This is an optimization exercise on Yosys and OpenROAD, whose aim is small area, a short achievable clock period and few clock cycles, not a production implementation. For this run, only the layout was checked, not whether the RTL still works. Power is estimated from default activity; no workload was simulated.

==> flow/design.v <==
`default_nettype none
package pfse_pkg;
  localparam logic [7:0] PREV_RESET  = 8'd49;
  localparam logic [4:0] FILLER_CODE = 5'd23;
  localparam logic [49:0] KEY_ROWS_01_RESET = 50'd75020730666187;
  localparam logic [49:0] KEY_ROWS_23_RESET = 50'd367878684816948;
  localparam logic [24:0] KEY_ROW_4_RESET   = 25'd16374553;
  function automatic logic [5:0] find_cell(logic [124:0] key, logic [4:0] want);
    logic [24:0] m;
    logic [4:0]  rowany;
    logic [4:0]  rowfirst;
    logic [4:0]  colv;
    logic [4:0]  colfirst;
    logic [2:0]  r;
    logic [2:0]  c;
    for (int i = 0; i < 25; i++) m[i] = (key[5*i +: 5] == want);
    for (int i = 0; i < 5; i++) rowany[i] = |m[5*i +: 5];
    rowfirst[0] = rowany[0];
    rowfirst[1] = rowany[1] & ~rowany[0];
    rowfirst[2] = rowany[2] & ~|rowany[1:0];
    rowfirst[3] = rowany[3] & ~|rowany[2:0];
    rowfirst[4] = rowany[4] & ~|rowany[3:0];
    colv = '0;
    for (int i = 0; i < 5; i++) colv = colv | ({5{rowfirst[i]}} & m[5*i +: 5]);
    colfirst[0] = colv[0];
    colfirst[1] = colv[1] & ~colv[0];
    colfirst[2] = colv[2] & ~|colv[1:0];
    colfirst[3] = colv[3] & ~|colv[2:0];
    colfirst[4] = colv[4] & ~|colv[3:0];
    r[0] = rowfirst[1] | rowfirst[3];
    r[1] = rowfirst[2] | rowfirst[3];
    r[2] = rowfirst[4];
    c[0] = colfirst[1] | colfirst[3];
    c[1] = colfirst[2] | colfirst[3];
    c[2] = colfirst[4];
    find_cell = {r, c};
  endfunction
  function automatic logic [2:0] inc5(logic [2:0] x);
    inc5 = (x == 3'd4) ? 3'd0 : x + 3'd1;
  endfunction
  function automatic logic [4:0] sq_cell(logic [124:0] key, logic [2:0] r, logic [2:0] c);
    logic [24:0] row;
    logic [4:0]  v;
    row = '0;
    for (int i = 0; i < 5; i++) row = row | ({25{r == 3'(i)}} & key[25*i +: 25]);
    v = '0;
    for (int i = 0; i < 5; i++) v = v | ({5{c == 3'(i)}} & row[5*i +: 5]);
    sq_cell = v;
  endfunction
  function automatic logic [7:0] letter_byte(logic [4:0] code, logic lower);
    letter_byte = {3'b000, code} + (lower ? 8'd97 : 8'd65);
  endfunction
endpackage
`default_nettype wire
`default_nettype none
module playfair_stream_encrypter (
  input  wire logic        clk,
  input  wire logic        rst_n,
  input  wire logic        in_tvalid,
  output logic             in_tready,
  input  wire logic [7:0]  in_tdata,
  input  wire logic        in_tlast,
  output logic             out_tvalid,
  input  wire logic        out_tready,
  output logic [7:0]       out_tdata,
  output logic             out_tlast,
  output logic [1:0]       out_tuser,
  input  wire logic        cfg_valid,
  output logic             cfg_ready,
  input  wire logic [1:0]  cfg_index,
  input  wire logic [49:0] cfg_data
);
  logic [49:0]  key01_r;
  logic [49:0]  key23_r;
  logic [24:0]  key4_r;
  logic [124:0] key_sq;
  assign key_sq    = {key4_r, key23_r, key01_r};
  assign cfg_ready = 1'b1;
  always_ff @(posedge clk) begin
    if (!rst_n) begin
      key01_r <= pfse_pkg::KEY_ROWS_01_RESET;
      key23_r <= pfse_pkg::KEY_ROWS_23_RESET;
      key4_r  <= pfse_pkg::KEY_ROW_4_RESET;
    end else if (cfg_valid) begin
      case (cfg_index)
        2'd0: key01_r <= cfg_data;
        2'd1: key23_r <= cfg_data;
        2'd2: key4_r  <= cfg_data[24:0];
        default: ;
      endcase
    end
  end
  logic [7:0] b_r, k_r;
  logic       bl_r, kl_r;
  logic       bv_r, kv_r;
  logic       take;      
  logic       in_acc;
  assign in_tready = !kv_r;
  assign in_acc    = in_tvalid && !kv_r;
  always_ff @(posedge clk) begin
    if (!rst_n) begin
      bv_r <= 1'b0;
      kv_r <= 1'b0;
    end else if (!bv_r || take) begin
      bv_r <= kv_r || in_tvalid;
      kv_r <= 1'b0;
    end else if (in_acc) begin
      kv_r <= 1'b1;
    end
  end
  always_ff @(posedge clk) begin
    if (!bv_r || take) begin
      b_r  <= kv_r ? k_r  : in_tdata;
      bl_r <= kv_r ? kl_r : in_tlast;
    end
    if (!kv_r) begin
      k_r  <= in_tdata;
      kl_r <= in_tlast;
    end
  end
  logic [7:0] prev_r;
  logic       held_r;
  logic [5:0] hpos_r;
  logic       ph_r;
  logic       is_letter, is_space, is_bad, rep;
  logic [4:0] src5, code, want;
  logic [5:0] fpos, xpos;
  logic       two, has0;
  logic       held_nxt;
  logic       sv_r, ov_r;
  logic       pv_r, pbad_r, pla_r, plb_r, plast_r, pmsg_r, eph_r;
  logic [5:0] pa_r, pb_r;
  logic       e_bad, e_la, e_lb, e_last, e_msg;
  logic [5:0] e_a, e_b;
  logic       p_done, p_free, p_load;
  always_comb begin
    is_letter = ((b_r[7:5] == 3'b010) || (b_r[7:5] == 3'b011)) &&
                (b_r[4:0] != 5'd0) && (b_r[4:0] <= 5'd26);
    is_space  = (b_r == 8'h20);
    is_bad    = !is_letter && !is_space;
    rep       = is_letter && (b_r == prev_r);
    src5      = bv_r ? b_r[4:0] : prev_r[4:0];
    code      = src5 - 5'd1;
    want      = (code == 5'd9) ? 5'd8 : code;
    fpos      = pfse_pkg::find_cell(key_sq, want);
    xpos      = pfse_pkg::find_cell(key_sq, pfse_pkg::FILLER_CODE);
    two  = bl_r && held_r && (is_bad || rep);
    has0 = is_bad || (bl_r && held_r) || (is_letter && (held_r || rep || bl_r));
    e_bad = 1'b0; e_la = 1'b1; e_a = xpos; e_lb = 1'b1; e_b = xpos;
    e_last = 1'b1; e_msg = bl_r;
    if (ph_r) begin
      if (is_bad) begin
        e_la = prev_r[5]; e_a = hpos_r;
      end else begin
        e_la = b_r[5]; e_a = fpos;
      end
    end else if (is_bad) begin
      e_bad = 1'b1; e_last = !two; e_msg = 1'b0;
    end else if (is_letter) begin
      if (held_r) begin
        e_la = prev_r[5]; e_a = hpos_r;
        if (!rep) begin
          e_lb = b_r[5]; e_b = fpos;
        end
        e_last = !two;
        e_msg  = bl_r && !two;
      end else if (rep) begin
        e_lb = b_r[5]; e_b = fpos;
      end else begin
        e_la = b_r[5]; e_a = fpos;
      end
    end else begin
      e_la = prev_r[5]; e_a = hpos_r;
    end
    held_nxt = held_r ^ !rep;
  end
  assign p_done = pv_r && !sv_r && (pbad_r || eph_r);
  assign p_free = !pv_r || p_done;
  assign p_load = bv_r && has0 && p_free;
  assign take   = bv_r && (!has0 || (p_free && (!two || ph_r)));
  always_ff @(posedge clk) begin
    if (!rst_n) begin
      prev_r <= pfse_pkg::PREV_RESET;
      held_r <= 1'b0;
      ph_r   <= 1'b0;
    end else begin
      if (p_load) ph_r <= two && !ph_r;
      if (take) begin
        if (bl_r) begin
          prev_r <= pfse_pkg::PREV_RESET;
          held_r <= 1'b0;
        end else if (is_letter) begin
          prev_r <= b_r;
          held_r <= held_nxt;
        end
      end
    end
  end
  always_ff @(posedge clk) begin
    if (!bv_r || (take && is_letter && held_nxt)) hpos_r <= fpos;
  end
  logic [10:0] s_r, o_r;
  logic        push;
  logic [10:0] push_d;
  logic [5:0]  ps, po;
  logic [2:0]  rr, cc;
  logic        srow, scol, pl;
  logic [4:0]  cellv;
  always_ff @(posedge clk) begin
    if (!rst_n) begin
      pv_r  <= 1'b0;
      eph_r <= 1'b0;
    end else begin
      if (p_load) begin
        pv_r  <= 1'b1;
        eph_r <= 1'b0;
      end else if (p_done) begin
        pv_r  <= 1'b0;
      end else if (pv_r && !sv_r) begin
        eph_r <= 1'b1;
      end
    end
  end
  always_ff @(posedge clk) begin
    if (p_load) begin
      pbad_r  <= e_bad;
      pla_r   <= e_la;
      plb_r   <= e_lb;
      pa_r    <= e_a;
      pb_r    <= e_b;
      plast_r <= e_last;
      pmsg_r  <= e_msg;
    end
  end
  always_comb begin
    ps   = eph_r ? pb_r : pa_r;
    po   = eph_r ? pa_r : pb_r;
    pl   = eph_r ? plb_r : pla_r;
    srow = (pa_r[5:3] == pb_r[5:3]);
    scol = (pa_r[2:0] == pb_r[2:0]);
    rr   = (!srow && scol) ? pfse_pkg::inc5(ps[5:3]) : ps[5:3];
    cc   = srow ? pfse_pkg::inc5(ps[2:0]) : scol ? ps[2:0] : po[2:0];
    cellv = pfse_pkg::sq_cell(key_sq, rr, cc);
    push = pv_r && !sv_r;
    if (pbad_r)
      push_d = {8'd0, plast_r, 1'b0, 1'b1};
    else
      push_d = {pfse_pkg::letter_byte(cellv, pl), eph_r && plast_r, eph_r && pmsg_r, 1'b0};
  end
  logic o_load;
  assign o_load = !ov_r || out_tready;
  always_ff @(posedge clk) begin
    if (!rst_n) begin
      ov_r <= 1'b0;
      sv_r <= 1'b0;
    end else begin
      if (o_load) begin
        ov_r <= sv_r || push;
        sv_r <= 1'b0;
      end else if (push) begin
        sv_r <= 1'b1;
      end
    end
  end
  always_ff @(posedge clk) begin
    if (o_load) o_r <= sv_r ? s_r : push_d;
    if (!sv_r)  s_r <= push_d;
  end
  assign out_tvalid   = ov_r;
  assign out_tdata    = o_r[10:3];
  assign out_tlast    = o_r[2];
  assign out_tuser[0] = o_r[1];
  assign out_tuser[1] = o_r[0];
endmodule
`default_nettype wire
==> flow/run.sh <==
#!/bin/bash
# synth_recipe.tcl (not shown) runs the flow's synth.tcl, then flattens the netlist and writes it again
# the make line also repeats each setting of config.mk as NAME=value (left out here)
make -C /OpenROAD-flow-scripts/flow DESIGN_CONFIG=/design/flow/config.mk WORK_HOME=/design/flow/orfs CLKGATE_MAP_FILE= SYNTH_SCRIPT=/design/flow/synth_recipe.tcl finish
==> flow/config.mk <==
export PLATFORM = sky130hd
export DESIGN_NAME = playfair_stream_encrypter
export DESIGN_NICKNAME = playfair_stream_encrypter
export VERILOG_FILES = /design/flow/design.v
export SDC_FILE = /design/flow/constraint.sdc
export NUM_CORES = 4
export LEC_CHECK = 0
export CAP_MARGIN = 20
export CORE_MARGIN = 2
export CORE_UTILIZATION = 30
export SLEW_MARGIN = 20
==> flow/constraint.sdc <==
create_clock -name core_clock -period 8.0 [get_ports {clk}]
set_input_delay 1.6000 -clock core_clock [delete_from_list [all_inputs] [get_ports {clk}]]
set_output_delay 1.6000 -clock core_clock [all_outputs]
set_load 0.01 [all_outputs]
==> impl_metrics.py <==
metrics = {
    "synth": {
        "async_reset_ff_share_pct": 0,
        "synth_warnings": 1,
        "synth_area_leaders": "dfxtp_1, edfxtp_1, nand2_1, a21boi_0, xor2_1",
        "synth_nets": 1447,
        "synth-xor-area-share_pct": 9.11,
        "synth.avg_cell_area_um2": 8.53,
        "yosysSeqAreaShare_pct": 38.5,
        "synthAdderAreaFrac_pct": 0.855,
        "synth-edff-count": 43,
        "synth_top_cell_by_area": "dfxtp_1",
        "ys.flop_type": "dfxtp_1",
        "synthDistinctLibCells": 83,
        "synth_compound_area_share_pct": 19.1,
        "synth_area_mm2": 0.0117,
        "synth_seq_cells": 204,
        "synth.top_cell.area_share_pct": 27.5,
        "netlist_instances": 1373,
        "yosys.area_share.simple_pct": 22.9,
        "synth_top_family_by_area": "simple AND/OR/NAND/NOR gates",
        "muxShareOfSynthArea_pct": 4.90,
    },
    "clock_network": {
        "cts_setup_buffers": 0,
        "clk_pin_slew_ns": 0.06,
        "clkLatencyLatePin_ns": 0.53,
        "holdBufCountCts": 0,
        "cts_resized": 0,
        "cts_max_level": 1,
        "clockBufferDepth": 3,
        "cts_tree": "yes",
        "numCtsBuffers": 23,
        "clock_sinks": 204,
        "cts-root-buf": "clkbuf_16",
    },
    "worst_setup_path": {
        "crit_required_ns": 8.33,
        "critPathMaxFanout": 27,
        "critPathArrivalTime_ns": 5.86,
        "start_kind": "flip-flop",
        "worst_setup_path_end_kind": "flip-flop",
        "critPathKind": "reg -> reg",
    },
    "sta": {
        "worst_slack_ns": 2.47,
        "timing.final.crit_period_ns": 5.53,
        "tightest_slew_ns": 1.16,
        "rsz0062_at_grt": "false",
        "timing.final.crit_share_pct": 69.2,
        "finalSetupTns_ns": 0,
        "hold_viol_final": 0,
        "setup_viol": 0,
        "fin_skew_ns": 0.00842,
        "fmax_mhz": 181,
        "maxSlewViolCount": 0,
        "relSlewSlack_pct": 22.2,
    },
    "routing": {
        "initialDrtViolationCount": 924,
        "ant_nets": 0,
        "first_pass_iters": 10,
        "drc": 0,
        "vias": 10300,
        "top_layer": "met4",
        "wl_met3_um": 2690,
        "wl_per_cell_um": 19.9,
        "drt_wl_total_um": 38700,
        "wl_met1_um": 17500,
        "vias_per_cell": 5.33,
        "dr_wl_met2_um": 17600,
    },
    "global_routing": {
        "grt_pass1_wl_um": 60000,
        "grt_pass1_vias": 9910,
        "grt_max_degree": 82,
        "grt_use_total_pct": 18.7,
        "grt_overflow": 0,
        "antenna_found_initial": 0,
    },
    "finish": {
        "area_growth_pct": 16.3,
        "layout.nets": 1477,
        "final_common_cell": "nand2_1",
        "drive_gt1_share_pct": 7.82,
        "final_cell_mix": "nand2_1, dfxtp_1, nand3_1",
        "fillers": 4028,
        "antenna_cells": 0,
    },
    "floorplanning": {
        "io_pins": 80,
        "start_util_pct": 30.4,
        "dieArea_mm2": 0.0406,
        "die_w_um": 202,
        "num_rows": 72,
        "die_height_um": 202,
        "core_area_mm2": 0.0386,
    },
    "placement": {
        "port_buffers": 78,
        "hpwl_um": 28700,
        "place_ws_ns": 2.57,
        "gp_congestion": 0.946,
    },
    "worst_hold_path": {
        "worstHoldPathType": "reg -> reg",
    },
    "power_and_ir_drop": {
        "power_density_mw_per_mm2": 206,
        "p_leak_nw": 4.96,
        "ir_drop_mv": 0.120,
    },
    "run_status": {
        "status": "no timing/DRC/antenna violations",
    },
    "flow_run": {
        "cap_violations": 0,
    },
}
-- report_power, final --
| group | leakage (nW) | switching [mW] | internal (mW) |
|---|---|---|---|
| Sequential | 1.76 | 0.0636 | 1.11 |
| Clock | 0.391 | 0.441 | 0.640 |
| Combinational | 2.81 | 0.324 | 0.225 |
-- Yosys cell counts (6+ instances only) --
cell type and count:
o211ai_1 7, ha_1 8, o2bb2ai_1 26, inv_1 27, edfxtp_1 43, nor2_1 45, nor2b_1 27, a21oi_1 23
dfxtp_1 161, a222oi_1 25, o22ai_1 15, nand3b_1 6, nor3_1 14, nor3b_1 10, a211oi_1 24, xnor2_1 55
clkbuf_1 57, nand4_1 30, nand2_1 290, mux2_2 19, xor2_1 65, buf_6 7, nand3_1 86, buf_2 12
or2_2 8, mux2i_1 36, a21boi_0 76, o31ai_1 6, and2_1 6, nand2b_1 8, o21ai_0 55
-- through the flow --
step | hold WS, ns | utilization, % | power, mW | std cells | cell area (um^2)
floorplan | 0.423 | - | 1.55 | 1373 | 11700
global placement | 0.444 | 33.3 | 1.73 | 1896 | 12800
detailed placement | 0.450 | 33.3 | 1.74 | 1896 | 12800
global route | 0.473 | 35.3 | 2.93 | 1938 | 13600
CTS | 0.465 | 35.3 | 2.83 | 1938 | 13600
finish | 0.466 | 35.3 | 2.81 | 1938 | 13600
-- critical path: stages (launching register included) --
cell	delay (ns)
dfxtp_1	0.80
mux2_2	0.44
ha_1	0.21
or2_2	0.27
a31oi_1	0.35
nor2_2	0.07
buf_4	0.28
and2_1	0.56
o2bb2ai_1	0.28
a222oi_1	0.35
o22ai_1	0.12
nor3_1	0.59
inv_1	0.13
ha_1	0.27
nor3b_1	0.16
xor2_1	0.16
o31ai_1	0.27
-- cells by family after synthesis --
kind of cell,after synthesis
AND/OR/NAND/NOR,562
AO/OA/AOI/OAI,307
flip-flops,204
XOR/XNOR,121
buffers and inverters,115
multiplexers,55
adder cells (fa/ha/maj),8
other,1
-- per-layer routing --
metal,vias up,global-route usage [%]
met3,46,3.34
met5,-,0
met2,338,29.9
met1,4995,25.6
li1,4951,-
met4,0,5.51
-- flip-flops by register name, indices dropped and copies added, names as in the netlist, 6 cells and up --
register and flops:
b_r 8, k_r 8, key23_r 50, hpos_r 6
key4_r 25, s_r 11, o_r 11, prev_r 8
key01_r 50, pa_r 6, pb_r 6
-- path summary, 6_finish.rpt --
path | from | to | slack [ns] | cells after the start
worst max-delay path | eph_r | o_r[7] | 2.47 | 16
worst min-delay path | prev_r[6] | prev_r[6] | 0.47 | 2
worst max register to register | eph_r | o_r[7] | 2.47 | 16
worst min register to register | prev_r[6] | prev_r[6] | 0.47 | 2
-- layout make-up --
| type | instances | area (um^2) | area share [%] |
|---|---|---|---|
| multi-input cells | 1054 | 6700 | 49.2 |
| inverters | 29 | 109 | 0.799 |
| clock inverters | 14 | 128 | 0.937 |
| clock buffers | 28 | 646 | 4.74 |
| repair buffers | 91 | 876 | 6.43 |
| flip-flops and latches | 204 | 4510 | 33.1 |
| well taps | 518 | 648 | 4.76 |

## static timing again, ports no longer ideal
The results above use ideal ports. As a check the final layout listed here was re-extracted and re-timed, cells and wires unchanged. Step 1 sets driving cells, clkbuf_16 on the clock port and buf_2 on the other inputs (assumed; they add their load-dependent delay and slew). Step 2 times the ports against the registers' clock, not the clock port: input delays grow and output delays shrink by t, the midpoint of the rising clock arrivals with the driver on. Three values: ideal, step 1, step 2; two values: the first two.
t, ns: 0.575
setup slack, ns: 2.465 / 2.465 / 2.465
clock arrival spread, ns: 0.009 / 0.010
slew at the worst register clock pin (ns): 0.06 / 0.06
pins driven straight from the clock port: 1
After both steps this run still meets setup and hold. For this run, drivers alone change the setup slack by 0.000 ns; drivers and shift together by 0.000 ns.
